What follows belongs to an exercise in optimizing a design on an open flow for small area and a short achievable clock period; a production flow would make more cautious choices.
At most, simulation tests tie the RTL to the original design; equivalence was not proved.
Function not checked in run 1: the RTL went through the layout flow alone.

==> flow/design.v (outline; a module is shown in full before it is edited, if it fits) <==
// module sidAudioPath: 3137 lines
module sidAudioPath (
  input  logic               clk,
  input  logic               rst,
  input  logic               sampleValid,
  input  logic signed [11:0] voice0,
  input  logic signed [11:0] voice1,
  input  logic signed [11:0] voice2,
  input  logic [7:0]         env0,
  input  logic [7:0]         env1,
  input  logic [7:0]         env2,
  input  logic [2:0]         filterRoute,
  input  logic [1:0]         mode,
  input  logic [15:0]        coef,
  input  logic [3:0]         volume,
  output logic signed [15:0] audioOut,
  output logic               audioValid
);
  // ...
==> flow/flow/run.sh <==
#!/bin/bash
# The standard layout with two changes in how it is made (the SDC is unchanged):
#  - after the standard synthesis, flow/invopt.py re-places the netlist's inverters around
#    its full adders and XOR gates (a full adder is self-dual, so each may compute the
#    complements of its outputs from complemented inputs; an XOR gate absorbs an inverted
#    input by becoming an XNOR); registers and all other cells are left as they are;
#  - the resizer's setup repair aims at a shorter period than the 20 ns constraint: paths
#    with less than MARGIN ns of slack are sized up and buffered.
set -euo pipefail
MARGIN=$(cat flow/margin.txt)
R=orfs/results/sky130hd/sidAudioPath/base
bash standard.sh synth > synth.log 2>&1
cp $R/1_2_yosys.v $R/1_2_yosys_std.v
python3 flow/invopt.py $R/1_2_yosys_std.v $R/1_2_yosys.v > invopt.log 2>&1
touch $R/1_2_yosys.v
bash standard.sh SETUP_SLACK_MARGIN=$MARGIN finish > standard.log 2>&1
==> flow/flow/invopt.py <==
#!/usr/bin/env python3
"""Re-place the inverters of a flat sky130 gate-level netlist around its full adders and
XOR gates. A full adder is self-dual: FA(~a, ~b, ~c) = (~cout, ~sum); an XOR/XNOR gate
absorbs an inverted input, or complements its output, by switching between XOR and XNOR.
Every inverter is taken out, each full adder and XOR gate gets a polarity (1: it computes
the complement of its original output), XOR gates take their inputs in whatever polarity
they come and fold the parity into their type, and one inverter is put back per net whose
other loads need the other polarity. Polarities are chosen to need as few inverters as
possible.
usage: invopt.py IN.v OUT.v"""
import re, sys, collections, random

src = open(sys.argv[1]).read()
m = re.search(r'^module .*?;\n', src, re.S | re.M)
endm = src.rindex('endmodule')
body = src[m.end():endm]
cell_re = re.compile(r'^\s*(sky130_fd_sc_hd__\w+)\s+(\S+)\s*\((.*?)\);\s*$', re.S | re.M)
pin_re = re.compile(r'\.(\w+)\(\s*(.*?)\s*\)(?=\s*,|\s*$)', re.S)
cells = []
last = 0
parts = []
for cm in cell_re.finditer(body):
    parts.append(body[last:cm.start()])
    last = cm.end()
    pins = {}
    for pm in pin_re.finditer(cm.group(3)):
        pins[pm.group(1)] = pm.group(2).strip()
    cells.append([cm.group(1), cm.group(2), pins])
rest = "".join(parts) + body[last:]
assert "assign" not in rest, "assign statements not handled"
decl_lines = [l for l in rest.split("\n") if l.strip()]

OUTPINS = {"X", "Y", "Q", "Q_N", "SUM", "COUT", "HI", "LO"}
def is_inv(c): return re.match(r'sky130_fd_sc_hd__(clk)?inv_\d+$', c[0]) is not None
def is_fa(c): return re.match(r'sky130_fd_sc_hd__fa_\d+$', c[0]) is not None
def is_xor(c): return re.match(r'sky130_fd_sc_hd__x(n)?or[23]_\d+$', c[0]) is not None

outports = set()
for l in decl_lines:
    mm = re.match(r'\s*output\s+(\[(\d+):(\d+)\]\s+)?(\S+);', l)
    if mm:
        if mm.group(1):
            for i in range(int(mm.group(3)), int(mm.group(2)) + 1):
                outports.add(f"{mm.group(4)}[{i}]")
        else:
            outports.add(mm.group(4))

driver = {}
for i, c in enumerate(cells):
    for p, n in c[2].items():
        if p in OUTPINS: driver[n] = (i, p)

def root(net):
    """(root net, parity) through inverter chains"""
    q = 0
    seen = 0
    while True:
        d = driver.get(net)
        if d is None or not is_inv(cells[d[0]]): return net, q
        net = cells[d[0]][2]["A"]; q ^= 1
        seen += 1
        assert seen < 100

# pins: (cell index or None for an output port, pin, root, parity)
pins = []
for i, c in enumerate(cells):
    if is_inv(c): continue
    for p, n in c[2].items():
        if p in OUTPINS: continue
        r, q = root(n)
        pins.append((i, p, r, q))
# output ports: the port net itself may be driven by an inverter
port_pins = []
for o in outports:
    r, q = root(o)
    if r != o:
        port_pins.append((o, r, q))

fa_idx = [i for i, c in enumerate(cells) if is_fa(c) or is_xor(c)]
pol = {i: 0 for i in fa_idx}
def rootpol(r):
    d = driver.get(r)
    if d is None: return 0
    return pol.get(d[0], 0)

# per root: list of (consumer fa or None, parity)
by_root = collections.defaultdict(list)
for (i, p, r, q) in pins:
    if is_xor(cells[i]): continue
    by_root[r].append((i if i in pol else None, q))
for (o, r, q) in port_pins:
    by_root[r].append((None, q))
roots_of_fa = collections.defaultdict(set)
for r, lst in by_root.items():
    d = driver.get(r)
    if d is not None and d[0] in pol: roots_of_fa[d[0]].add(r)
    for (f, q) in lst:
        if f is not None: roots_of_fa[f].add(r)

def root_cost(r):
    rp = rootpol(r)
    need = [q ^ (pol[f] if f is not None else 0) ^ rp for (f, q) in by_root[r]]
    return 1 if any(need) else 0

def total():
    return sum(root_cost(r) for r in by_root)

best = total()
start = best
random.seed(1)
cur = best
bestpol = dict(pol)
T = 1.0
for step in range(200000):
    f = random.choice(fa_idx)
    rs = roots_of_fa[f]
    before = sum(root_cost(r) for r in rs)
    pol[f] ^= 1
    after = sum(root_cost(r) for r in rs)
    d = after - before
    if d <= 0 or random.random() < pow(2.718, -d / T):
        cur += d
        if cur < best:
            best = cur; bestpol = dict(pol)
    else:
        pol[f] ^= 1
    T = max(0.05, 1.0 * (1 - step / 150000))
pol = bestpol
final = total()
print(f"inverters: {sum(1 for c in cells if is_inv(c))} -> {final} (root model {start} -> {final})", file=sys.stderr)

# rebuild: drop all inverters; flipped FAs keep their nets (which now carry complements)
out_cells = []
new_wires = []
inv_for = {}
def inv_net(r):
    if r not in inv_for:
        n = f"_invq{len(inv_for)}_"
        new_wires.append(n)
        inv_for[r] = n
        out_cells.append(["sky130_fd_sc_hd__inv_1", f"_invqc{len(inv_for)}_", {"A": r, "Y": n}])
    return inv_for[r]
for i, c in enumerate(cells):
    if is_inv(c): continue
    nc = [c[0], c[1], dict(c[2])]
    if is_xor(c):
        par = pol[i]
        for p, n in c[2].items():
            if p in OUTPINS: continue
            r, q = root(n)
            par ^= q ^ rootpol(r)
            nc[2][p] = r
        if par:
            mx = re.match(r"sky130_fd_sc_hd__(x(n)?or)([23])_(\d+)$", c[0])
            kind, k, size = mx.group(1), mx.group(3), mx.group(4)
            newkind = "xor" if kind == "xnor" else "xnor"
            nc[0] = f"sky130_fd_sc_hd__{newkind}{k}_{size}"
            if k == "2":
                # xor2 drives X, xnor2 drives Y
                outp = "X" if "X" in nc[2] else "Y"
                net = nc[2].pop(outp)
                nc[2]["Y" if newkind == "xnor" else "X"] = net
        out_cells.append(nc)
        continue
    for p, n in c[2].items():
        if p in OUTPINS: continue
        r, q = root(n)
        need = q ^ (pol[i] if i in pol else 0) ^ rootpol(r)
        nc[2][p] = inv_net(r) if need else r
    out_cells.append(nc)
# output ports driven through inverters: drive them from an inverter or a buffer-free net
port_fix = []
for (o, r, q) in port_pins:
    need = q ^ rootpol(r)
    # the port net must carry r ^ q; build it from r
    if need:
        out_cells.append(["sky130_fd_sc_hd__inv_1", f"_invqp_{len(port_fix)}_", {"A": r, "Y": o}])
    else:
        out_cells.append(["sky130_fd_sc_hd__buf_1", f"_invqp_{len(port_fix)}_", {"A": r, "X": o}])
    port_fix.append(o)
# a root that is itself an output port of a flipped FA would change the port's value
for o in outports:
    d = driver.get(o)
    assert not (d and d[0] in pol and pol[d[0]]), "flipped cell drives an output port"

out = [src[:m.end()]]
out += decl_lines
out += [f"  wire {w};" for w in new_wires]
for c in out_cells:
    pl = ",\n".join(f"    .{p}({n}{' ' if n.startswith(chr(92)) else ''})" for p, n in c[2].items())
    out.append(f"  {c[0]} {c[1]} (\n{pl}\n  );")
out.append("endmodule\n")
open(sys.argv[2], "w").write("\n".join(out))
==> flow/flow/margin.txt <==
14.5
==> flow/standard.sh <==
#!/bin/bash
# synth_recipe.tcl (not shown) runs the flow's synth.tcl, then flattens the netlist and writes it again
# the make line also repeats each setting of config.mk as NAME=value (left out here)
make -C /OpenROAD-flow-scripts/flow DESIGN_CONFIG=/design/flow/config.mk WORK_HOME=/design/flow/orfs CLKGATE_MAP_FILE= SYNTH_SCRIPT=/design/flow/synth_recipe.tcl "${@:-finish}"
==> flow/config.mk <==
export PLATFORM = sky130hd
export DESIGN_NAME = sidAudioPath
export DESIGN_NICKNAME = sidAudioPath
export VERILOG_FILES = /design/flow/design.v
export SDC_FILE = /design/flow/constraint.sdc
export NUM_CORES = 4
export LEC_CHECK = 0
export ABC_AREA = 1
export CAP_MARGIN = 20
export CORE_MARGIN = 2
export CORE_UTILIZATION = 40
export CTS_BUF_LIST = sky130_fd_sc_hd__clkbuf_4 sky130_fd_sc_hd__clkbuf_8
export SLEW_MARGIN = 20
==> flow/constraint.sdc <==
create_clock -name core_clock -period 20.0 [get_ports {clk}]
set_input_delay 4.0000 -clock core_clock [delete_from_list [all_inputs] [get_ports {clk}]]
set_output_delay 4.0000 -clock core_clock [all_outputs]
set_load 0.01 [all_outputs]
==> reports/results.tsv, run 1 <==
stage	metric	value	unit
run_status	outcome	timing/DRC/antenna clean	
route	wl_per_cell	18.4	um
floorplan	start_util	40.3	%
global_routing	grt_max_degree	33	
timing	skew	0.0575	ns
global_routing	use_met3	3.47	%
timing	relSlewSlack	32.2	%
clock_network	postCtsSetupBuffers	6	
cells_and_area	largestClassByArea	multi-input combinational cells	
cells_and_area	n_clock_buffer	106	
route	first_pass_iters	6	
route	top_layer_used	met4	
setup_path	cp.arrival	1.29	ns
placed_design	place_inst	5335	
route	met2_length	47300	um
cells_and_area	layout_commonest_cell	inv_1	
global_routing	grt_pass1_vias	28918	
logic_synthesis	synth_area	37600	um2
cells_and_area	registers.top_by_ff_count	X4a	
route	ant_nets	0	
cells_and_area	seq_share	20.1	%
global_routing	grt.met2_usage	34.7	%
setup_path	r2r.worst_path.cells	24	
setup_path	reg2reg_to	nlp[11]	
timing	tightest_slew	1.01	ns
global_routing	grt_pass1_wl	160000	um
route	avgViaCountPerCell	5.17	
logic_synthesis	synthCells	4160	
min_path	hold-path-endpoint	D4[10]	
==> inputs of run 2 (changes only) <==
--- a/flow/design.v
+++ b/flow/design.v
@@ -57,39 +57,29 @@
     e0_1 <= env0;   e1_1 <= env1;   e2_1 <= env2;
     rt_1   <= filterRoute;
     coef_r <= coef;
     mode_r <= mode;
     vol_r  <= volume;
   end
   logic [8:0] kb_none, kb_ntwo, kb_nneg;   
   wire [8:0] kb_one = ~kb_none, kb_two = ~kb_ntwo, kb_neg = ~kb_nneg;
-  logic [8:0] kb_oneB, kb_twoB, kb_negB;   
   logic [14:0] Cp_r;   
   wire cpCorr = (~coef_r[0] & (|coef_r)) | (coef_r[0] & coef_r[15]);
   always_ff @(posedge clk) begin
     Cp_r <= coef_r[15:1] - {14'd0, cpCorr};
     kb_none[0] <= ~(coef_r[0] ^ 1'b0); kb_ntwo[0] <= ~((coef_r[1] & ~coef_r[0] & ~1'b0) | (~coef_r[1] & coef_r[0] & 1'b0)); kb_nneg[0] <= ~(~coef_r[1] & (coef_r[0] | 1'b0));
-    kb_oneB[0] <= coef_r[0] ^ 1'b0; kb_twoB[0] <= (coef_r[1] & ~coef_r[0] & ~1'b0) | (~coef_r[1] & coef_r[0] & 1'b0); kb_negB[0] <= ~coef_r[1] & (coef_r[0] | 1'b0);
     kb_none[1] <= ~(coef_r[2] ^ coef_r[1]); kb_ntwo[1] <= ~((coef_r[3] & ~coef_r[2] & ~coef_r[1]) | (~coef_r[3] & coef_r[2] & coef_r[1])); kb_nneg[1] <= ~(~coef_r[3] & (coef_r[2] | coef_r[1]));
-    kb_oneB[1] <= coef_r[2] ^ coef_r[1]; kb_twoB[1] <= (coef_r[3] & ~coef_r[2] & ~coef_r[1]) | (~coef_r[3] & coef_r[2] & coef_r[1]); kb_negB[1] <= ~coef_r[3] & (coef_r[2] | coef_r[1]);
     kb_none[2] <= ~(coef_r[4] ^ coef_r[3]); kb_ntwo[2] <= ~((coef_r[5] & ~coef_r[4] & ~coef_r[3]) | (~coef_r[5] & coef_r[4] & coef_r[3])); kb_nneg[2] <= ~(~coef_r[5] & (coef_r[4] | coef_r[3]));
-    kb_oneB[2] <= coef_r[4] ^ coef_r[3]; kb_twoB[2] <= (coef_r[5] & ~coef_r[4] & ~coef_r[3]) | (~coef_r[5] & coef_r[4] & coef_r[3]); kb_negB[2] <= ~coef_r[5] & (coef_r[4] | coef_r[3]);
     kb_none[3] <= ~(coef_r[6] ^ coef_r[5]); kb_ntwo[3] <= ~((coef_r[7] & ~coef_r[6] & ~coef_r[5]) | (~coef_r[7] & coef_r[6] & coef_r[5])); kb_nneg[3] <= ~(~coef_r[7] & (coef_r[6] | coef_r[5]));
-    kb_oneB[3] <= coef_r[6] ^ coef_r[5]; kb_twoB[3] <= (coef_r[7] & ~coef_r[6] & ~coef_r[5]) | (~coef_r[7] & coef_r[6] & coef_r[5]); kb_negB[3] <= ~coef_r[7] & (coef_r[6] | coef_r[5]);
     kb_none[4] <= ~(coef_r[8] ^ coef_r[7]); kb_ntwo[4] <= ~((coef_r[9] & ~coef_r[8] & ~coef_r[7]) | (~coef_r[9] & coef_r[8] & coef_r[7])); kb_nneg[4] <= ~(~coef_r[9] & (coef_r[8] | coef_r[7]));
-    kb_oneB[4] <= coef_r[8] ^ coef_r[7]; kb_twoB[4] <= (coef_r[9] & ~coef_r[8] & ~coef_r[7]) | (~coef_r[9] & coef_r[8] & coef_r[7]); kb_negB[4] <= ~coef_r[9] & (coef_r[8] | coef_r[7]);
     kb_none[5] <= ~(coef_r[10] ^ coef_r[9]); kb_ntwo[5] <= ~((coef_r[11] & ~coef_r[10] & ~coef_r[9]) | (~coef_r[11] & coef_r[10] & coef_r[9])); kb_nneg[5] <= ~(~coef_r[11] & (coef_r[10] | coef_r[9]));
-    kb_oneB[5] <= coef_r[10] ^ coef_r[9]; kb_twoB[5] <= (coef_r[11] & ~coef_r[10] & ~coef_r[9]) | (~coef_r[11] & coef_r[10] & coef_r[9]); kb_negB[5] <= ~coef_r[11] & (coef_r[10] | coef_r[9]);
     kb_none[6] <= ~(coef_r[12] ^ coef_r[11]); kb_ntwo[6] <= ~((coef_r[13] & ~coef_r[12] & ~coef_r[11]) | (~coef_r[13] & coef_r[12] & coef_r[11])); kb_nneg[6] <= ~(~coef_r[13] & (coef_r[12] | coef_r[11]));
-    kb_oneB[6] <= coef_r[12] ^ coef_r[11]; kb_twoB[6] <= (coef_r[13] & ~coef_r[12] & ~coef_r[11]) | (~coef_r[13] & coef_r[12] & coef_r[11]); kb_negB[6] <= ~coef_r[13] & (coef_r[12] | coef_r[11]);
     kb_none[7] <= ~(coef_r[14] ^ coef_r[13]); kb_ntwo[7] <= ~((coef_r[15] & ~coef_r[14] & ~coef_r[13]) | (~coef_r[15] & coef_r[14] & coef_r[13])); kb_nneg[7] <= ~(~coef_r[15] & (coef_r[14] | coef_r[13]));
-    kb_oneB[7] <= coef_r[14] ^ coef_r[13]; kb_twoB[7] <= (coef_r[15] & ~coef_r[14] & ~coef_r[13]) | (~coef_r[15] & coef_r[14] & coef_r[13]); kb_negB[7] <= ~coef_r[15] & (coef_r[14] | coef_r[13]);
     kb_none[8] <= ~(~coef_r[15]); kb_ntwo[8] <= ~(1'b0); kb_nneg[8] <= ~(1'b0);
-    kb_oneB[8] <= ~coef_r[15]; kb_twoB[8] <= 1'b0; kb_negB[8] <= 1'b0;
   end
   wire m0one0_1 = e0_1[0] ^ 1'b0;
   wire m0two0_2 = (e0_1[1] & ~e0_1[0] & ~1'b0) | (~e0_1[1] & e0_1[0] & 1'b0);
   wire m0neg0_3 = e0_1[1] & ~(e0_1[0] & 1'b0);
   wire m0p0_0_4 = (((m0one0_1 & v0_1[0]) | (m0two0_2 & 1'b0)) ^ m0neg0_3);
   wire m0p0_1_5 = (((m0one0_1 & v0_1[1]) | (m0two0_2 & v0_1[0])) ^ m0neg0_3);
   wire m0p0_2_6 = (((m0one0_1 & v0_1[2]) | (m0two0_2 & v0_1[1])) ^ m0neg0_3);
   wire m0p0_3_7 = (((m0one0_1 & v0_1[3]) | (m0two0_2 & v0_1[2])) ^ m0neg0_3);
@@ -1787,160 +1777,160 @@
   wire lp0_1_1359 = (((kb_one[0] & lp[1]) | (kb_two[0] & lp[0])) ^ kb_neg[0]);
   wire lp0_2_1360 = (((kb_one[0] & lp[2]) | (kb_two[0] & lp[1])) ^ kb_neg[0]);
   wire lp0_3_1361 = (((kb_one[0] & lp[3]) | (kb_two[0] & lp[2])) ^ kb_neg[0]);
   wire lp0_4_1362 = (((kb_one[0] & lp[4]) | (kb_two[0] & lp[3])) ^ kb_neg[0]);
   wire lp0_5_1363 = (((kb_one[0] & lp[5]) | (kb_two[0] & lp[4])) ^ kb_neg[0]);
   wire lp0_6_1364 = (((kb_one[0] & lp[6]) | (kb_two[0] & lp[5])) ^ kb_neg[0]);
   wire lp0_7_1365 = (((kb_one[0] & lp[7]) | (kb_two[0] & lp[6])) ^ kb_neg[0]);
   wire lp0_8_1366 = (((kb_one[0] & lp[8]) | (kb_two[0] & lp[7])) ^ kb_neg[0]);
-  wire lp0_9_1367 = (((kb_oneB[0] & lp[9]) | (kb_twoB[0] & lp[8])) ^ kb_negB[0]);
-  wire lp0_10_1368 = (((kb_oneB[0] & lp[10]) | (kb_twoB[0] & lp[9])) ^ kb_negB[0]);
-  wire lp0_11_1369 = (((kb_oneB[0] & lp[11]) | (kb_twoB[0] & lp[10])) ^ kb_negB[0]);
-  wire lp0_12_1370 = (((kb_oneB[0] & lp[12]) | (kb_twoB[0] & lp[11])) ^ kb_negB[0]);
-  wire lp0_13_1371 = (((kb_oneB[0] & lp[13]) | (kb_twoB[0] & lp[12])) ^ kb_negB[0]);
-  wire lp0_14_1372 = (((kb_oneB[0] & lp[14]) | (kb_twoB[0] & lp[13])) ^ kb_negB[0]);
-  wire lp0_15_1373 = (((kb_oneB[0] & lp[15]) | (kb_twoB[0] & lp[14])) ^ kb_negB[0]);
-  wire lp0_16_1374 = (((kb_oneB[0] & lp[15]) | (kb_twoB[0] & lp[15])) ^ kb_negB[0]);
+  wire lp0_9_1367 = (((kb_one[0] & lp[9]) | (kb_two[0] & lp[8])) ^ kb_neg[0]);
+  wire lp0_10_1368 = (((kb_one[0] & lp[10]) | (kb_two[0] & lp[9])) ^ kb_neg[0]);
+  wire lp0_11_1369 = (((kb_one[0] & lp[11]) | (kb_two[0] & lp[10])) ^ kb_neg[0]);
+  wire lp0_12_1370 = (((kb_one[0] & lp[12]) | (kb_two[0] & lp[11])) ^ kb_neg[0]);
+  wire lp0_13_1371 = (((kb_one[0] & lp[13]) | (kb_two[0] & lp[12])) ^ kb_neg[0]);
+  wire lp0_14_1372 = (((kb_one[0] & lp[14]) | (kb_two[0] & lp[13])) ^ kb_neg[0]);
+  wire lp0_15_1373 = (((kb_one[0] & lp[15]) | (kb_two[0] & lp[14])) ^ kb_neg[0]);
+  wire lp0_16_1374 = (((kb_one[0] & lp[15]) | (kb_two[0] & lp[15])) ^ kb_neg[0]);
   wire lp1_0_1375 = (((kb_one[1] & lp[0]) | (kb_two[1] & 1'b0)) ^ kb_neg[1]);
   wire lp1_1_1376 = (((kb_one[1] & lp[1]) | (kb_two[1] & lp[0])) ^ kb_neg[1]);
   wire lp1_2_1377 = (((kb_one[1] & lp[2]) | (kb_two[1] & lp[1])) ^ kb_neg[1]);
   wire lp1_3_1378 = (((kb_one[1] & lp[3]) | (kb_two[1] & lp[2])) ^ kb_neg[1]);
   wire lp1_4_1379 = (((kb_one[1] & lp[4]) | (kb_two[1] & lp[3])) ^ kb_neg[1]);
   wire lp1_5_1380 = (((kb_one[1] & lp[5]) | (kb_two[1] & lp[4])) ^ kb_neg[1]);
   wire lp1_6_1381 = (((kb_one[1] & lp[6]) | (kb_two[1] & lp[5])) ^ kb_neg[1]);
   wire lp1_7_1382 = (((kb_one[1] & lp[7]) | (kb_two[1] & lp[6])) ^ kb_neg[1]);
   wire lp1_8_1383 = (((kb_one[1] & lp[8]) | (kb_two[1] & lp[7])) ^ kb_neg[1]);
-  wire lp1_9_1384 = (((kb_oneB[1] & lp[9]) | (kb_twoB[1] & lp[8])) ^ kb_negB[1]);
-  wire lp1_10_1385 = (((kb_oneB[1] & lp[10]) | (kb_twoB[1] & lp[9])) ^ kb_negB[1]);
-  wire lp1_11_1386 = (((kb_oneB[1] & lp[11]) | (kb_twoB[1] & lp[10])) ^ kb_negB[1]);
-  wire lp1_12_1387 = (((kb_oneB[1] & lp[12]) | (kb_twoB[1] & lp[11])) ^ kb_negB[1]);
-  wire lp1_13_1388 = (((kb_oneB[1] & lp[13]) | (kb_twoB[1] & lp[12])) ^ kb_negB[1]);
-  wire lp1_14_1389 = (((kb_oneB[1] & lp[14]) | (kb_twoB[1] & lp[13])) ^ kb_negB[1]);
-  wire lp1_15_1390 = (((kb_oneB[1] & lp[15]) | (kb_twoB[1] & lp[14])) ^ kb_negB[1]);
-  wire lp1_16_1391 = (((kb_oneB[1] & lp[15]) | (kb_twoB[1] & lp[15])) ^ kb_negB[1]);
+  wire lp1_9_1384 = (((kb_one[1] & lp[9]) | (kb_two[1] & lp[8])) ^ kb_neg[1]);
+  wire lp1_10_1385 = (((kb_one[1] & lp[10]) | (kb_two[1] & lp[9])) ^ kb_neg[1]);
+  wire lp1_11_1386 = (((kb_one[1] & lp[11]) | (kb_two[1] & lp[10])) ^ kb_neg[1]);
+  wire lp1_12_1387 = (((kb_one[1] & lp[12]) | (kb_two[1] & lp[11])) ^ kb_neg[1]);
+  wire lp1_13_1388 = (((kb_one[1] & lp[13]) | (kb_two[1] & lp[12])) ^ kb_neg[1]);
+  wire lp1_14_1389 = (((kb_one[1] & lp[14]) | (kb_two[1] & lp[13])) ^ kb_neg[1]);
+  wire lp1_15_1390 = (((kb_one[1] & lp[15]) | (kb_two[1] & lp[14])) ^ kb_neg[1]);
+  wire lp1_16_1391 = (((kb_one[1] & lp[15]) | (kb_two[1] & lp[15])) ^ kb_neg[1]);
   wire lp2_0_1392 = (((kb_one[2] & lp[0]) | (kb_two[2] & 1'b0)) ^ kb_neg[2]);
   wire lp2_1_1393 = (((kb_one[2] & lp[1]) | (kb_two[2] & lp[0])) ^ kb_neg[2]);
   wire lp2_2_1394 = (((kb_one[2] & lp[2]) | (kb_two[2] & lp[1])) ^ kb_neg[2]);
   wire lp2_3_1395 = (((kb_one[2] & lp[3]) | (kb_two[2] & lp[2])) ^ kb_neg[2]);
   wire lp2_4_1396 = (((kb_one[2] & lp[4]) | (kb_two[2] & lp[3])) ^ kb_neg[2]);
   wire lp2_5_1397 = (((kb_one[2] & lp[5]) | (kb_two[2] & lp[4])) ^ kb_neg[2]);
   wire lp2_6_1398 = (((kb_one[2] & lp[6]) | (kb_two[2] & lp[5])) ^ kb_neg[2]);
   wire lp2_7_1399 = (((kb_one[2] & lp[7]) | (kb_two[2] & lp[6])) ^ kb_neg[2]);
   wire lp2_8_1400 = (((kb_one[2] & lp[8]) | (kb_two[2] & lp[7])) ^ kb_neg[2]);
-  wire lp2_9_1401 = (((kb_oneB[2] & lp[9]) | (kb_twoB[2] & lp[8])) ^ kb_negB[2]);
-  wire lp2_10_1402 = (((kb_oneB[2] & lp[10]) | (kb_twoB[2] & lp[9])) ^ kb_negB[2]);
-  wire lp2_11_1403 = (((kb_oneB[2] & lp[11]) | (kb_twoB[2] & lp[10])) ^ kb_negB[2]);
-  wire lp2_12_1404 = (((kb_oneB[2] & lp[12]) | (kb_twoB[2] & lp[11])) ^ kb_negB[2]);
-  wire lp2_13_1405 = (((kb_oneB[2] & lp[13]) | (kb_twoB[2] & lp[12])) ^ kb_negB[2]);
-  wire lp2_14_1406 = (((kb_oneB[2] & lp[14]) | (kb_twoB[2] & lp[13])) ^ kb_negB[2]);
-  wire lp2_15_1407 = (((kb_oneB[2] & lp[15]) | (kb_twoB[2] & lp[14])) ^ kb_negB[2]);
-  wire lp2_16_1408 = (((kb_oneB[2] & lp[15]) | (kb_twoB[2] & lp[15])) ^ kb_negB[2]);
+  wire lp2_9_1401 = (((kb_one[2] & lp[9]) | (kb_two[2] & lp[8])) ^ kb_neg[2]);
+  wire lp2_10_1402 = (((kb_one[2] & lp[10]) | (kb_two[2] & lp[9])) ^ kb_neg[2]);
+  wire lp2_11_1403 = (((kb_one[2] & lp[11]) | (kb_two[2] & lp[10])) ^ kb_neg[2]);
+  wire lp2_12_1404 = (((kb_one[2] & lp[12]) | (kb_two[2] & lp[11])) ^ kb_neg[2]);
+  wire lp2_13_1405 = (((kb_one[2] & lp[13]) | (kb_two[2] & lp[12])) ^ kb_neg[2]);
+  wire lp2_14_1406 = (((kb_one[2] & lp[14]) | (kb_two[2] & lp[13])) ^ kb_neg[2]);
+  wire lp2_15_1407 = (((kb_one[2] & lp[15]) | (kb_two[2] & lp[14])) ^ kb_neg[2]);
+  wire lp2_16_1408 = (((kb_one[2] & lp[15]) | (kb_two[2] & lp[15])) ^ kb_neg[2]);
   wire lp3_0_1409 = (((kb_one[3] & lp[0]) | (kb_two[3] & 1'b0)) ^ kb_neg[3]);
   wire lp3_1_1410 = (((kb_one[3] & lp[1]) | (kb_two[3] & lp[0])) ^ kb_neg[3]);
   wire lp3_2_1411 = (((kb_one[3] & lp[2]) | (kb_two[3] & lp[1])) ^ kb_neg[3]);
   wire lp3_3_1412 = (((kb_one[3] & lp[3]) | (kb_two[3] & lp[2])) ^ kb_neg[3]);
   wire lp3_4_1413 = (((kb_one[3] & lp[4]) | (kb_two[3] & lp[3])) ^ kb_neg[3]);
   wire lp3_5_1414 = (((kb_one[3] & lp[5]) | (kb_two[3] & lp[4])) ^ kb_neg[3]);
   wire lp3_6_1415 = (((kb_one[3] & lp[6]) | (kb_two[3] & lp[5])) ^ kb_neg[3]);
   wire lp3_7_1416 = (((kb_one[3] & lp[7]) | (kb_two[3] & lp[6])) ^ kb_neg[3]);
   wire lp3_8_1417 = (((kb_one[3] & lp[8]) | (kb_two[3] & lp[7])) ^ kb_neg[3]);
-  wire lp3_9_1418 = (((kb_oneB[3] & lp[9]) | (kb_twoB[3] & lp[8])) ^ kb_negB[3]);
-  wire lp3_10_1419 = (((kb_oneB[3] & lp[10]) | (kb_twoB[3] & lp[9])) ^ kb_negB[3]);
-  wire lp3_11_1420 = (((kb_oneB[3] & lp[11]) | (kb_twoB[3] & lp[10])) ^ kb_negB[3]);
-  wire lp3_12_1421 = (((kb_oneB[3] & lp[12]) | (kb_twoB[3] & lp[11])) ^ kb_negB[3]);
-  wire lp3_13_1422 = (((kb_oneB[3] & lp[13]) | (kb_twoB[3] & lp[12])) ^ kb_negB[3]);
-  wire lp3_14_1423 = (((kb_oneB[3] & lp[14]) | (kb_twoB[3] & lp[13])) ^ kb_negB[3]);
-  wire lp3_15_1424 = (((kb_oneB[3] & lp[15]) | (kb_twoB[3] & lp[14])) ^ kb_negB[3]);
-  wire lp3_16_1425 = (((kb_oneB[3] & lp[15]) | (kb_twoB[3] & lp[15])) ^ kb_negB[3]);
+  wire lp3_9_1418 = (((kb_one[3] & lp[9]) | (kb_two[3] & lp[8])) ^ kb_neg[3]);
+  wire lp3_10_1419 = (((kb_one[3] & lp[10]) | (kb_two[3] & lp[9])) ^ kb_neg[3]);
+  wire lp3_11_1420 = (((kb_one[3] & lp[11]) | (kb_two[3] & lp[10])) ^ kb_neg[3]);
+  wire lp3_12_1421 = (((kb_one[3] & lp[12]) | (kb_two[3] & lp[11])) ^ kb_neg[3]);
+  wire lp3_13_1422 = (((kb_one[3] & lp[13]) | (kb_two[3] & lp[12])) ^ kb_neg[3]);
+  wire lp3_14_1423 = (((kb_one[3] & lp[14]) | (kb_two[3] & lp[13])) ^ kb_neg[3]);
+  wire lp3_15_1424 = (((kb_one[3] & lp[15]) | (kb_two[3] & lp[14])) ^ kb_neg[3]);
+  wire lp3_16_1425 = (((kb_one[3] & lp[15]) | (kb_two[3] & lp[15])) ^ kb_neg[3]);
   wire lp4_0_1426 = (((kb_one[4] & lp[0]) | (kb_two[4] & 1'b0)) ^ kb_neg[4]);
   wire lp4_1_1427 = (((kb_one[4] & lp[1]) | (kb_two[4] & lp[0])) ^ kb_neg[4]);
   wire lp4_2_1428 = (((kb_one[4] & lp[2]) | (kb_two[4] & lp[1])) ^ kb_neg[4]);
   wire lp4_3_1429 = (((kb_one[4] & lp[3]) | (kb_two[4] & lp[2])) ^ kb_neg[4]);
   wire lp4_4_1430 = (((kb_one[4] & lp[4]) | (kb_two[4] & lp[3])) ^ kb_neg[4]);
   wire lp4_5_1431 = (((kb_one[4] & lp[5]) | (kb_two[4] & lp[4])) ^ kb_neg[4]);
   wire lp4_6_1432 = (((kb_one[4] & lp[6]) | (kb_two[4] & lp[5])) ^ kb_neg[4]);
   wire lp4_7_1433 = (((kb_one[4] & lp[7]) | (kb_two[4] & lp[6])) ^ kb_neg[4]);
   wire lp4_8_1434 = (((kb_one[4] & lp[8]) | (kb_two[4] & lp[7])) ^ kb_neg[4]);
-  wire lp4_9_1435 = (((kb_oneB[4] & lp[9]) | (kb_twoB[4] & lp[8])) ^ kb_negB[4]);
-  wire lp4_10_1436 = (((kb_oneB[4] & lp[10]) | (kb_twoB[4] & lp[9])) ^ kb_negB[4]);
-  wire lp4_11_1437 = (((kb_oneB[4] & lp[11]) | (kb_twoB[4] & lp[10])) ^ kb_negB[4]);
-  wire lp4_12_1438 = (((kb_oneB[4] & lp[12]) | (kb_twoB[4] & lp[11])) ^ kb_negB[4]);
-  wire lp4_13_1439 = (((kb_oneB[4] & lp[13]) | (kb_twoB[4] & lp[12])) ^ kb_negB[4]);
-  wire lp4_14_1440 = (((kb_oneB[4] & lp[14]) | (kb_twoB[4] & lp[13])) ^ kb_negB[4]);
-  wire lp4_15_1441 = (((kb_oneB[4] & lp[15]) | (kb_twoB[4] & lp[14])) ^ kb_negB[4]);
-  wire lp4_16_1442 = (((kb_oneB[4] & lp[15]) | (kb_twoB[4] & lp[15])) ^ kb_negB[4]);
+  wire lp4_9_1435 = (((kb_one[4] & lp[9]) | (kb_two[4] & lp[8])) ^ kb_neg[4]);
+  wire lp4_10_1436 = (((kb_one[4] & lp[10]) | (kb_two[4] & lp[9])) ^ kb_neg[4]);
+  wire lp4_11_1437 = (((kb_one[4] & lp[11]) | (kb_two[4] & lp[10])) ^ kb_neg[4]);
+  wire lp4_12_1438 = (((kb_one[4] & lp[12]) | (kb_two[4] & lp[11])) ^ kb_neg[4]);
+  wire lp4_13_1439 = (((kb_one[4] & lp[13]) | (kb_two[4] & lp[12])) ^ kb_neg[4]);
+  wire lp4_14_1440 = (((kb_one[4] & lp[14]) | (kb_two[4] & lp[13])) ^ kb_neg[4]);
+  wire lp4_15_1441 = (((kb_one[4] & lp[15]) | (kb_two[4] & lp[14])) ^ kb_neg[4]);
+  wire lp4_16_1442 = (((kb_one[4] & lp[15]) | (kb_two[4] & lp[15])) ^ kb_neg[4]);
   wire lp5_0_1443 = (((kb_one[5] & lp[0]) | (kb_two[5] & 1'b0)) ^ kb_neg[5]);
   wire lp5_1_1444 = (((kb_one[5] & lp[1]) | (kb_two[5] & lp[0])) ^ kb_neg[5]);
   wire lp5_2_1445 = (((kb_one[5] & lp[2]) | (kb_two[5] & lp[1])) ^ kb_neg[5]);
   wire lp5_3_1446 = (((kb_one[5] & lp[3]) | (kb_two[5] & lp[2])) ^ kb_neg[5]);
   wire lp5_4_1447 = (((kb_one[5] & lp[4]) | (kb_two[5] & lp[3])) ^ kb_neg[5]);
   wire lp5_5_1448 = (((kb_one[5] & lp[5]) | (kb_two[5] & lp[4])) ^ kb_neg[5]);
   wire lp5_6_1449 = (((kb_one[5] & lp[6]) | (kb_two[5] & lp[5])) ^ kb_neg[5]);
   wire lp5_7_1450 = (((kb_one[5] & lp[7]) | (kb_two[5] & lp[6])) ^ kb_neg[5]);
   wire lp5_8_1451 = (((kb_one[5] & lp[8]) | (kb_two[5] & lp[7])) ^ kb_neg[5]);
-  wire lp5_9_1452 = (((kb_oneB[5] & lp[9]) | (kb_twoB[5] & lp[8])) ^ kb_negB[5]);
-  wire lp5_10_1453 = (((kb_oneB[5] & lp[10]) | (kb_twoB[5] & lp[9])) ^ kb_negB[5]);
-  wire lp5_11_1454 = (((kb_oneB[5] & lp[11]) | (kb_twoB[5] & lp[10])) ^ kb_negB[5]);
-  wire lp5_12_1455 = (((kb_oneB[5] & lp[12]) | (kb_twoB[5] & lp[11])) ^ kb_negB[5]);
-  wire lp5_13_1456 = (((kb_oneB[5] & lp[13]) | (kb_twoB[5] & lp[12])) ^ kb_negB[5]);
-  wire lp5_14_1457 = (((kb_oneB[5] & lp[14]) | (kb_twoB[5] & lp[13])) ^ kb_negB[5]);
-  wire lp5_15_1458 = (((kb_oneB[5] & lp[15]) | (kb_twoB[5] & lp[14])) ^ kb_negB[5]);
-  wire lp5_16_1459 = (((kb_oneB[5] & lp[15]) | (kb_twoB[5] & lp[15])) ^ kb_negB[5]);
+  wire lp5_9_1452 = (((kb_one[5] & lp[9]) | (kb_two[5] & lp[8])) ^ kb_neg[5]);
+  wire lp5_10_1453 = (((kb_one[5] & lp[10]) | (kb_two[5] & lp[9])) ^ kb_neg[5]);
+  wire lp5_11_1454 = (((kb_one[5] & lp[11]) | (kb_two[5] & lp[10])) ^ kb_neg[5]);
+  wire lp5_12_1455 = (((kb_one[5] & lp[12]) | (kb_two[5] & lp[11])) ^ kb_neg[5]);
+  wire lp5_13_1456 = (((kb_one[5] & lp[13]) | (kb_two[5] & lp[12])) ^ kb_neg[5]);
+  wire lp5_14_1457 = (((kb_one[5] & lp[14]) | (kb_two[5] & lp[13])) ^ kb_neg[5]);
+  wire lp5_15_1458 = (((kb_one[5] & lp[15]) | (kb_two[5] & lp[14])) ^ kb_neg[5]);
+  wire lp5_16_1459 = (((kb_one[5] & lp[15]) | (kb_two[5] & lp[15])) ^ kb_neg[5]);
   wire lp6_0_1460 = (((kb_one[6] & lp[0]) | (kb_two[6] & 1'b0)) ^ kb_neg[6]);
   wire lp6_1_1461 = (((kb_one[6] & lp[1]) | (kb_two[6] & lp[0])) ^ kb_neg[6]);
   wire lp6_2_1462 = (((kb_one[6] & lp[2]) | (kb_two[6] & lp[1])) ^ kb_neg[6]);
   wire lp6_3_1463 = (((kb_one[6] & lp[3]) | (kb_two[6] & lp[2])) ^ kb_neg[6]);
   wire lp6_4_1464 = (((kb_one[6] & lp[4]) | (kb_two[6] & lp[3])) ^ kb_neg[6]);
   wire lp6_5_1465 = (((kb_one[6] & lp[5]) | (kb_two[6] & lp[4])) ^ kb_neg[6]);
   wire lp6_6_1466 = (((kb_one[6] & lp[6]) | (kb_two[6] & lp[5])) ^ kb_neg[6]);
   wire lp6_7_1467 = (((kb_one[6] & lp[7]) | (kb_two[6] & lp[6])) ^ kb_neg[6]);
   wire lp6_8_1468 = (((kb_one[6] & lp[8]) | (kb_two[6] & lp[7])) ^ kb_neg[6]);
-  wire lp6_9_1469 = (((kb_oneB[6] & lp[9]) | (kb_twoB[6] & lp[8])) ^ kb_negB[6]);
-  wire lp6_10_1470 = (((kb_oneB[6] & lp[10]) | (kb_twoB[6] & lp[9])) ^ kb_negB[6]);
-  wire lp6_11_1471 = (((kb_oneB[6] & lp[11]) | (kb_twoB[6] & lp[10])) ^ kb_negB[6]);
-  wire lp6_12_1472 = (((kb_oneB[6] & lp[12]) | (kb_twoB[6] & lp[11])) ^ kb_negB[6]);
-  wire lp6_13_1473 = (((kb_oneB[6] & lp[13]) | (kb_twoB[6] & lp[12])) ^ kb_negB[6]);
-  wire lp6_14_1474 = (((kb_oneB[6] & lp[14]) | (kb_twoB[6] & lp[13])) ^ kb_negB[6]);
-  wire lp6_15_1475 = (((kb_oneB[6] & lp[15]) | (kb_twoB[6] & lp[14])) ^ kb_negB[6]);
-  wire lp6_16_1476 = (((kb_oneB[6] & lp[15]) | (kb_twoB[6] & lp[15])) ^ kb_negB[6]);
+  wire lp6_9_1469 = (((kb_one[6] & lp[9]) | (kb_two[6] & lp[8])) ^ kb_neg[6]);
+  wire lp6_10_1470 = (((kb_one[6] & lp[10]) | (kb_two[6] & lp[9])) ^ kb_neg[6]);
+  wire lp6_11_1471 = (((kb_one[6] & lp[11]) | (kb_two[6] & lp[10])) ^ kb_neg[6]);
+  wire lp6_12_1472 = (((kb_one[6] & lp[12]) | (kb_two[6] & lp[11])) ^ kb_neg[6]);
+  wire lp6_13_1473 = (((kb_one[6] & lp[13]) | (kb_two[6] & lp[12])) ^ kb_neg[6]);
+  wire lp6_14_1474 = (((kb_one[6] & lp[14]) | (kb_two[6] & lp[13])) ^ kb_neg[6]);
+  wire lp6_15_1475 = (((kb_one[6] & lp[15]) | (kb_two[6] & lp[14])) ^ kb_neg[6]);
+  wire lp6_16_1476 = (((kb_one[6] & lp[15]) | (kb_two[6] & lp[15])) ^ kb_neg[6]);
   wire lp7_0_1477 = (((kb_one[7] & lp[0]) | (kb_two[7] & 1'b0)) ^ kb_neg[7]);
   wire lp7_1_1478 = (((kb_one[7] & lp[1]) | (kb_two[7] & lp[0])) ^ kb_neg[7]);
   wire lp7_2_1479 = (((kb_one[7] & lp[2]) | (kb_two[7] & lp[1])) ^ kb_neg[7]);
   wire lp7_3_1480 = (((kb_one[7] & lp[3]) | (kb_two[7] & lp[2])) ^ kb_neg[7]);
   wire lp7_4_1481 = (((kb_one[7] & lp[4]) | (kb_two[7] & lp[3])) ^ kb_neg[7]);
   wire lp7_5_1482 = (((kb_one[7] & lp[5]) | (kb_two[7] & lp[4])) ^ kb_neg[7]);
   wire lp7_6_1483 = (((kb_one[7] & lp[6]) | (kb_two[7] & lp[5])) ^ kb_neg[7]);
   wire lp7_7_1484 = (((kb_one[7] & lp[7]) | (kb_two[7] & lp[6])) ^ kb_neg[7]);
   wire lp7_8_1485 = (((kb_one[7] & lp[8]) | (kb_two[7] & lp[7])) ^ kb_neg[7]);
-  wire lp7_9_1486 = (((kb_oneB[7] & lp[9]) | (kb_twoB[7] & lp[8])) ^ kb_negB[7]);
-  wire lp7_10_1487 = (((kb_oneB[7] & lp[10]) | (kb_twoB[7] & lp[9])) ^ kb_negB[7]);
-  wire lp7_11_1488 = (((kb_oneB[7] & lp[11]) | (kb_twoB[7] & lp[10])) ^ kb_negB[7]);
-  wire lp7_12_1489 = (((kb_oneB[7] & lp[12]) | (kb_twoB[7] & lp[11])) ^ kb_negB[7]);
-  wire lp7_13_1490 = (((kb_oneB[7] & lp[13]) | (kb_twoB[7] & lp[12])) ^ kb_negB[7]);
-  wire lp7_14_1491 = (((kb_oneB[7] & lp[14]) | (kb_twoB[7] & lp[13])) ^ kb_negB[7]);
-  wire lp7_15_1492 = (((kb_oneB[7] & lp[15]) | (kb_twoB[7] & lp[14])) ^ kb_negB[7]);
-  wire lp7_16_1493 = (((kb_oneB[7] & lp[15]) | (kb_twoB[7] & lp[15])) ^ kb_negB[7]);
+  wire lp7_9_1486 = (((kb_one[7] & lp[9]) | (kb_two[7] & lp[8])) ^ kb_neg[7]);
+  wire lp7_10_1487 = (((kb_one[7] & lp[10]) | (kb_two[7] & lp[9])) ^ kb_neg[7]);
+  wire lp7_11_1488 = (((kb_one[7] & lp[11]) | (kb_two[7] & lp[10])) ^ kb_neg[7]);
+  wire lp7_12_1489 = (((kb_one[7] & lp[12]) | (kb_two[7] & lp[11])) ^ kb_neg[7]);
+  wire lp7_13_1490 = (((kb_one[7] & lp[13]) | (kb_two[7] & lp[12])) ^ kb_neg[7]);
+  wire lp7_14_1491 = (((kb_one[7] & lp[14]) | (kb_two[7] & lp[13])) ^ kb_neg[7]);
+  wire lp7_15_1492 = (((kb_one[7] & lp[15]) | (kb_two[7] & lp[14])) ^ kb_neg[7]);
+  wire lp7_16_1493 = (((kb_one[7] & lp[15]) | (kb_two[7] & lp[15])) ^ kb_neg[7]);
   wire lp8_0_1494 = (((kb_one[8] & lp[0]) | (kb_two[8] & 1'b0)) ^ kb_neg[8]);
   wire lp8_1_1495 = (((kb_one[8] & lp[1]) | (kb_two[8] & lp[0])) ^ kb_neg[8]);
   wire lp8_2_1496 = (((kb_one[8] & lp[2]) | (kb_two[8] & lp[1])) ^ kb_neg[8]);
   wire lp8_3_1497 = (((kb_one[8] & lp[3]) | (kb_two[8] & lp[2])) ^ kb_neg[8]);
   wire lp8_4_1498 = (((kb_one[8] & lp[4]) | (kb_two[8] & lp[3])) ^ kb_neg[8]);
   wire lp8_5_1499 = (((kb_one[8] & lp[5]) | (kb_two[8] & lp[4])) ^ kb_neg[8]);
   wire lp8_6_1500 = (((kb_one[8] & lp[6]) | (kb_two[8] & lp[5])) ^ kb_neg[8]);
   wire lp8_7_1501 = (((kb_one[8] & lp[7]) | (kb_two[8] & lp[6])) ^ kb_neg[8]);
   wire lp8_8_1502 = (((kb_one[8] & lp[8]) | (kb_two[8] & lp[7])) ^ kb_neg[8]);
-  wire lp8_9_1503 = (((kb_oneB[8] & lp[9]) | (kb_twoB[8] & lp[8])) ^ kb_negB[8]);
-  wire lp8_10_1504 = (((kb_oneB[8] & lp[10]) | (kb_twoB[8] & lp[9])) ^ kb_negB[8]);
-  wire lp8_11_1505 = (((kb_oneB[8] & lp[11]) | (kb_twoB[8] & lp[10])) ^ kb_negB[8]);
-  wire lp8_12_1506 = (((kb_oneB[8] & lp[12]) | (kb_twoB[8] & lp[11])) ^ kb_negB[8]);
-  wire lp8_13_1507 = (((kb_oneB[8] & lp[13]) | (kb_twoB[8] & lp[12])) ^ kb_negB[8]);
-  wire lp8_14_1508 = (((kb_oneB[8] & lp[14]) | (kb_twoB[8] & lp[13])) ^ kb_negB[8]);
-  wire lp8_15_1509 = (((kb_oneB[8] & lp[15]) | (kb_twoB[8] & lp[14])) ^ kb_negB[8]);
-  wire lp8_16_1510 = (((kb_oneB[8] & lp[15]) | (kb_twoB[8] & lp[15])) ^ kb_negB[8]);
+  wire lp8_9_1503 = (((kb_one[8] & lp[9]) | (kb_two[8] & lp[8])) ^ kb_neg[8]);
+  wire lp8_10_1504 = (((kb_one[8] & lp[10]) | (kb_two[8] & lp[9])) ^ kb_neg[8]);
+  wire lp8_11_1505 = (((kb_one[8] & lp[11]) | (kb_two[8] & lp[10])) ^ kb_neg[8]);
+  wire lp8_12_1506 = (((kb_one[8] & lp[12]) | (kb_two[8] & lp[11])) ^ kb_neg[8]);
+  wire lp8_13_1507 = (((kb_one[8] & lp[13]) | (kb_two[8] & lp[12])) ^ kb_neg[8]);
+  wire lp8_14_1508 = (((kb_one[8] & lp[14]) | (kb_two[8] & lp[13])) ^ kb_neg[8]);
+  wire lp8_15_1509 = (((kb_one[8] & lp[15]) | (kb_two[8] & lp[14])) ^ kb_neg[8]);
+  wire lp8_16_1510 = (((kb_one[8] & lp[15]) | (kb_two[8] & lp[15])) ^ kb_neg[8]);
   wire ls1511 = X4a[12] ^ X4b[12];
   wire lc1511 = X4a[12] & X4b[12];
   wire ls1512 = X4a[13] ^ X4b[13];
   wire lc1512 = X4a[13] & X4b[13];
   wire ls1513 = X4a[14] ^ X4b[14] ^ kb_neg[7];
   wire lc1513 = (X4a[14] & X4b[14]) | (X4a[14] & kb_neg[7]) | (X4b[14] & kb_neg[7]);
   wire ls1514 = lp0_14_1372 ^ lp1_12_1387;
   wire lc1514 = lp0_14_1372 & lp1_12_1387;
==> flow/config.mk (replaced) <==
export PLATFORM = sky130hd
export DESIGN_NAME = sidAudioPath
export DESIGN_NICKNAME = sidAudioPath
export VERILOG_FILES = /design/flow/design.v
export SDC_FILE = /design/flow/constraint.sdc
export NUM_CORES = 4
export LEC_CHECK = 0
export ABC_AREA = 1
export CAP_MARGIN = 20
export CORE_MARGIN = 2
export CORE_UTILIZATION = 40
export SLEW_MARGIN = 20
export TNS_END_PERCENT = 5
==> reports/results.tsv, run 2 <==
stage	metric	value	unit	change
run_status	outcome	timing/DRC/antenna clean		unchanged
cells_and_area	n_fill_cell	8885		was 9110
setup_path	crit_required	16.00	ns	about the same
cells_and_area	diodes	0		was 3
setup_path	cp-end-kind	output port		unchanged
global_routing	grt_pass1_wl	161000	um	was 160000 um
global_routing	grt_busiest_layer	met2		unchanged
timing	rsz0062_at_grt	yes		unchanged
timing	tightest_slew	0.991	ns	was 1.01 ns
setup_path	cp_slowest_cell	clkdlybuf4s50_1		was dfxtp_1
route	wl_per_cell	18.6	um	was 18.4 um
route	num_vias	28033		was 28436
route	avgViaCountPerCell	5.19		was 5.17
clock_network	cts_tree	yes		unchanged
cells_and_area	registers.top_by_ff_count	X4a		unchanged
setup_path	start_kind	flop		unchanged
timing	whs	0.325	ns	was 0.320 ns
cells_and_area	layout_commonest_cell	nand2_1		was inv_1
placed_design	hpwl	76800	um	was 78400 um
clock_network	cts_sinks	397		was 422
timing	layout_min_cycle_time	5.51	ns	was 5.29 ns
clock_network	cts_buffers	47		was 80
logic_synthesis	synthCells	4153		was 4160
floorplan	boundaryPins	105		unchanged
cells_and_area	fin_nets	4973		was 5037
setup_path	worstSetupPathType	reg -> out		unchanged
timing	relSlewSlack	33.9	%	was 32.2%
global_routing	gr-usage-met1	29.6	%	was 27.8%
global_routing	grt_overflow	0		unchanged
floorplan	fp.dieH	309	um	was 311 um
global_routing	grt.met2_usage	34.5	%	was 34.7%
logic_synthesis	syn_avg_cell_area	8.94	um2	was 9.04 um2
global_routing	grt_pass1_vias	28730		was 28918
route	drc	0		unchanged
floorplan	start_util	40.4	%	was 40.3%
cells_and_area	final_cell_mix	nand2_1, inv_1, fa_1		was inv_1, nand2_1, fa_1
logic_synthesis	synth_nets	5008		was 5015
clock_network	postCtsHoldBufs	0		unchanged
global_routing	grt_max_degree	33		unchanged
timing	skew	0.0585	ns	was 0.0575 ns
clock_network	cts_root_buf	clkbuf_16		was clkbuf_8
route	first_pass_iters	5		was 6
cells_and_area	largestRegisters	X4a: 33 flops, X4b: 31 flops		unchanged
global_routing	antenna_found_initial	0		was 2
route	ant_nets	0		unchanged
clock_network	clkTransAtPathRegs	0.06	ns	about the same
cells_and_area	synthToLayoutAreaGrowth	11.1	%	was 11.7%
route	drt_iter0_markers	2074		was 2217
timing	fmax	0.182	GHz	was 0.189 GHz
placed_design	gp_congestion	0.933		was 0.914
clock_network	cts_buffer_depth	3		unchanged
logic_synthesis	synth_area	37100	um2	was 37600 um2
setup_path	crit_family	buffers and inverters		was flip-flops
clock_network	clk_latency	0.66	ns	was 0.74 ns
cells_and_area	register_area	8020	um2	was 8460 um2
global_routing	use_met3	3.16	%	was 3.47%
cells_and_area	drive_gt1_share	6.38	%	was 8.23%
floorplan	core_area	91800	um2	was 93300 um2
placed_design	io_buffer_count	104		unchanged
timing	final-max-slew-violation-count	0		unchanged
min_path	hold_path_class	reg -> reg		unchanged
timing	finalHoldViolCount	0		unchanged
floorplan	die_area	95200	um2	was 96500 um2
setup_path	critPathMaxFanout	1		unchanged
route	drt_wl_total	100000	um	was 101000 um
clock_network	h-tree-depth	2		was 3
timing	min_period_over_period	27.5	%	was 26.4%
setup_path	path_cells	clkdlybuf4s50_1		was dlygate4sd2_1
run	maxCapViolCount	0		unchanged
setup_path	critical-path-max-stage-delay	0.54	ns	was 0.30 ns
setup_path	path_buf_inv	1		unchanged
global_routing	grt_util_all_layers	21.4	%	was 20.9%
cells_and_area	multi_input_area	26400	um2	was 26500 um2
setup_path	cp.arrival	1.51	ns	was 1.29 ns
timing	finalSetupViolations	0		unchanged
cells_and_area	largest_register_ffs	33		unchanged
timing	finalSetupTns	0	ns	unchanged
floorplan	rows	111		was 112
floorplan	die_w	309	um	was 311 um
logic_synthesis	yosysWarnings	1		unchanged
run 2: changes by cell type in the layout (fill, tap and decap cells not counted), moves of 24 or more:
cell       before  now
nand2_1       498  527
a21oi_1       103  129
dfxtp_1       416  374
clkbuf_16       1   47
clkbuf_8       95    8
nand2_2        37   13
run 2: worst paths after layout:
check | cells past startpoint | endpoint | slack (ns) | startpoint
worst max-delay path | 1 | audioOut[8] | 14.49 | audioOut[8]
worst min-delay path | 0 | D5[6] | 0.32 | D4[6]
worst max register to register | 25 | nlp[0] | 14.67 | nlp[0]
worst min register to register | 0 | D5[6] | 0.32 | D4[6]
run 2: per-stage QoR:
| stage | std cells | area [um2] | utilization, % | setup slack (ns) |
|---|---|---|---|---|
| after floorplan | 4153 | 37100 | - | 14.75 |
| after global placement | 5300 | 39100 | 42.6 | 14.02 |
| after detailed placement | 5300 | 39100 | 42.6 | 13.92 |
| after CTS | 5390 | 41000 | 44.6 | 14.38 |
| after global routing | 5399 | 41200 | 44.9 | 14.42 |
| final | 5399 | 41200 | 44.9 | 14.49 |
run 2: area by class of cell:
| class | instances | share of cell area [%] |
|---|---|---|
| multi-input combinational | 3007 | 64.0 |
| sequential | 397 | 19.5 |
| inverter | 502 | 4.60 |
| timing repair buffer | 162 | 3.80 |
| tap | 1243 | 3.77 |
| clock buffer | 55 | 3.12 |
| clock inverter | 32 | 1.26 |
| timing repair inverter | 1 | 0.0182 |
run 2: what timing repair did:
action	CTS	global route
setup buffers	2	9
endpoints found under the setup margin	32	49
pin swaps	0	4
endpoints found under the hold margin	0	0
gates cloned	1	0
resized for setup	17	53
run 2: per-layer routing:
layer | wire length, um | vias up | part of all wire, %
met5 | 0 | - | 0
met4 | 2680 | 0 | 2.7
met3 | 6350 | 152 | 6.3
met2 | 45700 | 881 | 46
met1 | 45600 | 13686 | 45
li1 | - | 13314 | -
==> inputs of run 3 (changes only) <==
--- a/flow/config.mk
+++ b/flow/config.mk
@@ -12,2 +12,2 @@
 export SLEW_MARGIN = 20
-export TNS_END_PERCENT = 5
+export TNS_END_PERCENT = 30
==> reports/results.tsv, run 3 <==
stage	metric	value	unit	change
run_status	outcome	timing/DRC/antenna clean		unchanged
timing	min_period_over_period	27.5	%	about the same
cells_and_area	registers.top_by_ff_count	X4a		unchanged
min_path	hold_path_depth	0		unchanged
timing	fmax	0.182	GHz	about the same
placed_design	hpwl	76800	um	unchanged
setup_path	cp-end-kind	output port		unchanged
timing	finalSetupTns	0	ns	unchanged
timing	layout_min_cycle_time	5.51	ns	about the same
clock_network	clk_latency	0.66	ns	about the same
setup_path	cp_slowest_cell	clkdlybuf4s50_1		unchanged
setup_path	crit_required	16.00	ns	about the same
route	drc	0		unchanged
global_routing	grt_overflow	0		unchanged
timing	whs	0.325	ns	about the same
cells_and_area	n_fill_cell	8881		was 8885
route	ant_nets	0		unchanged
floorplan	rows	111		unchanged
global_routing	grt_max_degree	33		unchanged
placed_design	place_area	39100	um2	unchanged
logic_synthesis	synth_area	37100	um2	unchanged
setup_path	path_cells	clkdlybuf4s50_1		unchanged
clock_network	cts_buffers	47		unchanged
timing	finalSetupViolations	0		unchanged
logic_synthesis	yosysWarnings	1		unchanged
setup_path	worstSetupPathType	reg -> out		unchanged
floorplan	die_w	309	um	unchanged
timing	relSlewSlack	33.8	%	was 33.9%
clock_network	cts_sinks	397		unchanged
logic_synthesis	syn_avg_cell_area	8.94	um2	unchanged
route	drt_wl_total	101000	um	was 100000 um
logic_synthesis	synthCells	4153		unchanged
timing	rsz0062_at_grt	yes		unchanged
route	wl_per_cell	18.7	um	was 18.6 um
setup_path	crit_family	buffers and inverters		unchanged
cells_and_area	diodes	0		unchanged
floorplan	die_area	95200	um2	unchanged
clock_network	cts_buffer_depth	3		unchanged
cells_and_area	fin_nets	4977		was 4973
route	first_pass_iters	5		unchanged
setup_path	cp.depth	1		unchanged
cells_and_area	fin_area	41300	um2	was 41200 um2
cells_and_area	synthToLayoutAreaGrowth	11.3	%	was 11.1%
clock_network	cts_root_buf	clkbuf_16		unchanged
timing	finalHoldViolCount	0		unchanged
setup_path	critPathMaxFanout	1		unchanged
route	avgViaCountPerCell	5.20		was 5.19
clock_network	h-tree-depth	2		unchanged
placed_design	gp_congestion	0.933		unchanged
route	num_vias	28073		was 28033
floorplan	boundaryPins	105		unchanged
clock_network	postCtsHoldBufs	0		unchanged
global_routing	grt_pass1_wl	161000	um	unchanged
route	drt_iter0_markers	2107		was 2074
min_path	hold_path_class	reg -> reg		unchanged
timing	final-max-slew-violation-count	0		unchanged
global_routing	grt_util_all_layers	21.4	%	unchanged
setup_path	cp.arrival	1.51	ns	about the same
cells_and_area	layout_commonest_cell	nand2_1		unchanged
setup_path	start_kind	flop		unchanged
setup_path	r2r.worst_path.cells	26		was 25
global_routing	antenna_found_initial	0		unchanged
clock_network	cts_tree	yes		unchanged
cells_and_area	largestRegisters	X4a: 33 flops, X4b: 31 flops		unchanged
floorplan	start_util	40.4	%	unchanged
timing	skew	0.0579	ns	was 0.0585 ns
cells_and_area	final_cell_mix	nand2_1, inv_1, fa_1		unchanged
logic_synthesis	synth_nets	5008		unchanged
global_routing	grt_pass1_vias	28730		unchanged
run	maxCapViolCount	0		unchanged
floorplan	core_area	91800	um2	unchanged
floorplan	fp.dieH	309	um	unchanged
placed_design	io_buffer_count	104		unchanged
timing	tightest_slew	0.991	ns	about the same
clock_network	clkTransAtPathRegs	0.06	ns	about the same
cells_and_area	drive_gt1_share	6.63	%	was 6.38%
cells_and_area	largest_register_ffs	33		unchanged
setup_path	path_buf_inv	1		unchanged
setup_path	critical-path-max-stage-delay	0.54	ns	about the same
## run 3: per-layer routing
layer | GRT usage [%] | vias up | share of wire [%]
met1 | 29.6 | 13631 | 45
met5 | 0 | - | 0
met3 | 3.16 | 161 | 6.7
li1 | - | 13314 | -
met2 | 34.5 | 967 | 45
met4 | 6.61 | 0 | 2.8
## run 3: final cells by class
| cell class | instances | area [um2] | share of cell area, % |
|---|---|---|---|
| repair inverters | 2 | 12.5 | 0.0303 |
| repair buffers | 165 | 1610 | 3.89 |
| flip-flops and latches | 397 | 8030 | 19.4 |
| multi-input cells | 3007 | 26400 | 63.9 |
| well taps | 1243 | 1560 | 3.77 |
| clock inverters | 32 | 520 | 1.26 |
| inverters | 502 | 1900 | 4.60 |
| clock buffers | 55 | 1290 | 3.12 |
## run 3: metrics by stage
step           worst slack (ns)  utilization, %  std cells
2_1_floorplan             14.75               -       4153
3_3_place_gp              14.02            42.6       5300
3_5_place_dp              13.92            42.6       5300
4_1_cts                   14.38            44.6       5390
5_1_grt                   14.42            45.0       5403
6_report                  14.49            45.0       5403
## run 3: worst paths after layout
check                   start           to  slack (ns)
setup / recovery  audioOut[8]  audioOut[8]       14.49
hold / removal          D4[6]        D5[6]        0.32
setup reg to reg      nlp[15]      nlp[11]       14.76
hold reg to reg         D4[6]        D5[6]        0.32
## run 3: what timing repair did
item / CTS / global route
setup buffers: 2 / 11
gates cloned: 1 / 2
pin swaps: 0 / 5
endpoints found under the setup margin: 32 / 49
gates resized for setup: 24 / 56
==> inputs of run 4 (changes only) <==
==> flow/flow/margin.txt (replaced) <==
14.8
--- a/flow/config.mk
+++ b/flow/config.mk
@@ -12,2 +12 @@
 export SLEW_MARGIN = 20
-export TNS_END_PERCENT = 30
==> reports/results.tsv, run 4 <==
stage	metric	value	unit	change
run_status	outcome	timing/DRC/antenna clean		unchanged
global_routing	antenna_found_initial	0		unchanged
logic_synthesis	yosysWarnings	1		unchanged
setup_path	critPathMaxFanout	11		was 1
setup_path	cp.arrival	5.78	ns	was 1.51 ns
min_path	hold_path_class	reg -> reg		unchanged
cells_and_area	largestRegisters	X4a: 33 flops, X4b: 31 flops		unchanged
logic_synthesis	syn_avg_cell_area	8.94	um2	unchanged
clock_network	postCtsHoldBufs	0		unchanged
global_routing	grt_pass1_vias	28557		was 28730
timing	fmax	0.193	GHz	was 0.182 GHz
global_routing	grt_util_all_layers	21.4	%	about the same
floorplan	start_util	40.4	%	unchanged
route	drt_iter0_markers	2148		was 2107
timing	skew	0.0329	ns	was 0.0579 ns
timing	final-max-slew-violation-count	0		unchanged
setup_path	cp_slowest_cell	fa_1		was clkdlybuf4s50_1
route	wl_per_cell	19.0	um	was 18.7 um
route	met3_length	6730	um	was 6790 um
cells_and_area	largest_register_ffs	33		unchanged
clock_network	cts_buffer_depth	3		unchanged
floorplan	die_area	95200	um2	unchanged
clock_network	clk_latency	0.66	ns	about the same
setup_path	start_kind	flop		unchanged
placed_design	gp_congestion	0.927		was 0.933
cells_and_area	diodes	0		unchanged
logic_synthesis	synthCells	4153		unchanged
timing	finalSetupViolations	0		unchanged
setup_path	worstSetupPathType	reg -> reg		was reg -> out
timing	rsz0062_at_grt	yes		unchanged
route	met2_length	47400	um	was 45700 um
timing	tightest_slew	0.964	ns	was 0.991 ns
cells_and_area	n_fill_cell	8815		was 8881
clock_network	cts_tree	yes		unchanged
placed_design	io_buffer_count	104		unchanged
route	drt_wl_total	104000	um	was 101000 um
logic_synthesis	synth_area	37100	um2	unchanged
timing	whs	0.324	ns	was 0.325 ns
logic_synthesis	synth_nets	5008		unchanged
cells_and_area	drive_gt1_share	10.1	%	was 6.63%
route	met1_length	46100	um	was 45400 um
timing	min_period_over_period	26.0	%	was 27.5%
global_routing	grt_overflow	0		unchanged
global_routing	grt_pass1_wl	161000	um	about the same
setup_path	critical-path-max-stage-delay	0.55	ns	was 0.54 ns
placed_design	hpwl	77100	um	was 76800 um
clock_network	cts_buffers	47		unchanged
route	ant_nets	0		unchanged
clock_network	cts_root_buf	clkbuf_16		unchanged
cells_and_area	registers.top_by_ff_count	X4a		unchanged
global_routing	grt_max_degree	33		unchanged
route	num_vias	28528		was 28073
cells_and_area	final_cell_mix	inv_1, nand2_1, fa_1		was nand2_1, inv_1, fa_1
floorplan	die_w	309	um	unchanged
setup_path	path_cells	o22ai_4 > xnor2_2 > fa_1 > fa_1 > fa_2 > fa_1 > fa_2 > ha_4 > nand2_2 > nor2_2 > nand2_2 > buf_4 > nor2_1 > nor2_1 > xor2_1 > nand2_1 > nand2_4 > nand2_2 > nand2_1 > nand2_1 > nand2_1		was clkdlybuf4s50_1
clock_network	clkTransAtPathRegs	0.07	ns	was 0.06 ns
cells_and_area	synthToLayoutAreaGrowth	13.2	%	was 11.3%
cells_and_area	layout_commonest_cell	inv_1		was nand2_1
cells_and_area	fin_nets	5030		was 4977
route	first_pass_iters	7		was 5
timing	layout_min_cycle_time	5.19	ns	was 5.51 ns
floorplan	core_area	91800	um2	unchanged
clock_network	h-tree-depth	2		unchanged
run	maxCapViolCount	0		unchanged
timing	finalSetupTns	0	ns	unchanged
timing	finalHoldViolCount	0		unchanged
setup_path	cp-end-kind	flop		was output port
floorplan	rows	111		unchanged
route	top_layer_used	met4		unchanged
route	drc	0		unchanged
cells_and_area	fin_area	42000	um2	was 41300 um2
floorplan	fp.dieH	309	um	unchanged
placed_design	place_area	39100	um2	about the same
timing	relSlewSlack	35.6	%	was 33.8%
route	avgViaCountPerCell	5.23		was 5.20
setup_path	crit_path_frequent_cell	nand2_1		
setup_path	crit_required	20.59	ns	was 16.00 ns
floorplan	boundaryPins	105		unchanged
clock_network	cts_sinks	397		unchanged
[run 4: path summary, 6_finish.rpt]
check               start  endpoint  slack (ns)  cells past startpoint
setup / recovery  nlp[15]    nlp[6]       14.81                     21
hold reg to reg     D3[4]     D4[4]        0.32                      0
setup reg to reg  nlp[15]    nlp[6]       14.81                     21
hold / removal      D3[4]     D4[4]        0.32                      0
[run 4: critical path: cells and delay by family (launching register included)]
kind,cells,cell delay [ns]
flip-flops,1,0.49
AND/OR/NAND/NOR,11,1.16
adder cells (fa/ha/maj),6,2.73
XOR/XNOR,2,0.47
AO/OA/AOI/OAI,1,0.11
buffers and inverters,1,0.14
[run 4: timing repair]
item / 4_1_cts / 5_1_grt
cloned: 1 / 7
hold endpoints to repair: 0 / 0
gates resized for setup: 121 / 146
setup buffers: 4 / 60
endpoints found under the setup margin: 35 / 55
pin swaps: 2 / 58
[run 4: layout make-up]
| cell class | instances | area (um2) | share of cell area, % |
|---|---|---|---|
| multi-input combinational | 3007 | 26800 | 63.7 |
| sequential | 397 | 8060 | 19.2 |
| timing repair buffer | 218 | 2040 | 4.86 |
| inverter | 502 | 1900 | 4.52 |
| tap | 1243 | 1560 | 3.70 |
| clock buffer | 55 | 1250 | 2.97 |
| clock inverter | 31 | 428 | 1.02 |
| timing repair inverter | 2 | 12.5 | 0.0298 |
[run 4: stage by stage]
step / cells / worst slack (ns) / utilization [%]
3_3_place_gp: 5297 / 14.02 / 42.6
5_1_grt: 5455 / 14.61 / 45.8
4_1_cts: 5388 / 14.79 / 44.5
6_report: 5455 / 14.81 / 45.8
3_5_place_dp: 5297 / 13.94 / 42.6
2_1_floorplan: 4153 / 14.80 / -
[run 4: routing by layer]
metal / up-vias / track usage [%]
met2: 1011 / 34.2
met5: - / 0
met1: 13933 / 29.9
li1: 13407 / -
met3: 177 / 2.95
met4: 0 / 7.27

[what the ideal ports hide]
The flow's constraints put no driver on any port. The routed layouts listed below were extracted and timed again, unchanged, in two steps.
Step 1 sets driving cells, clkbuf_16 on the clock port and buf_2 on the other inputs (assumed; they add their load-dependent delay and slew).
Step 2 also shifts input and output timing later by t, the mid clock arrival at the registers, as if the neighbouring blocks saw the same clock.
a / b / c = ideal ports / drivers / drivers and shift; a / b = the first two.
run	shift t [ns]	setup slack, ns	worst data-port slew with drivers (ns)
run 1	0.778	14.714 / 14.649 / 14.738	0.09
run 2	0.705	14.492 / 14.421 / 14.672	0.04
run 3	0.706	14.492 / 14.421 / 14.759	0.04
run 4	0.706	14.806 / 14.792 / 14.806	0.05
After both steps every run listed still meets setup and hold.
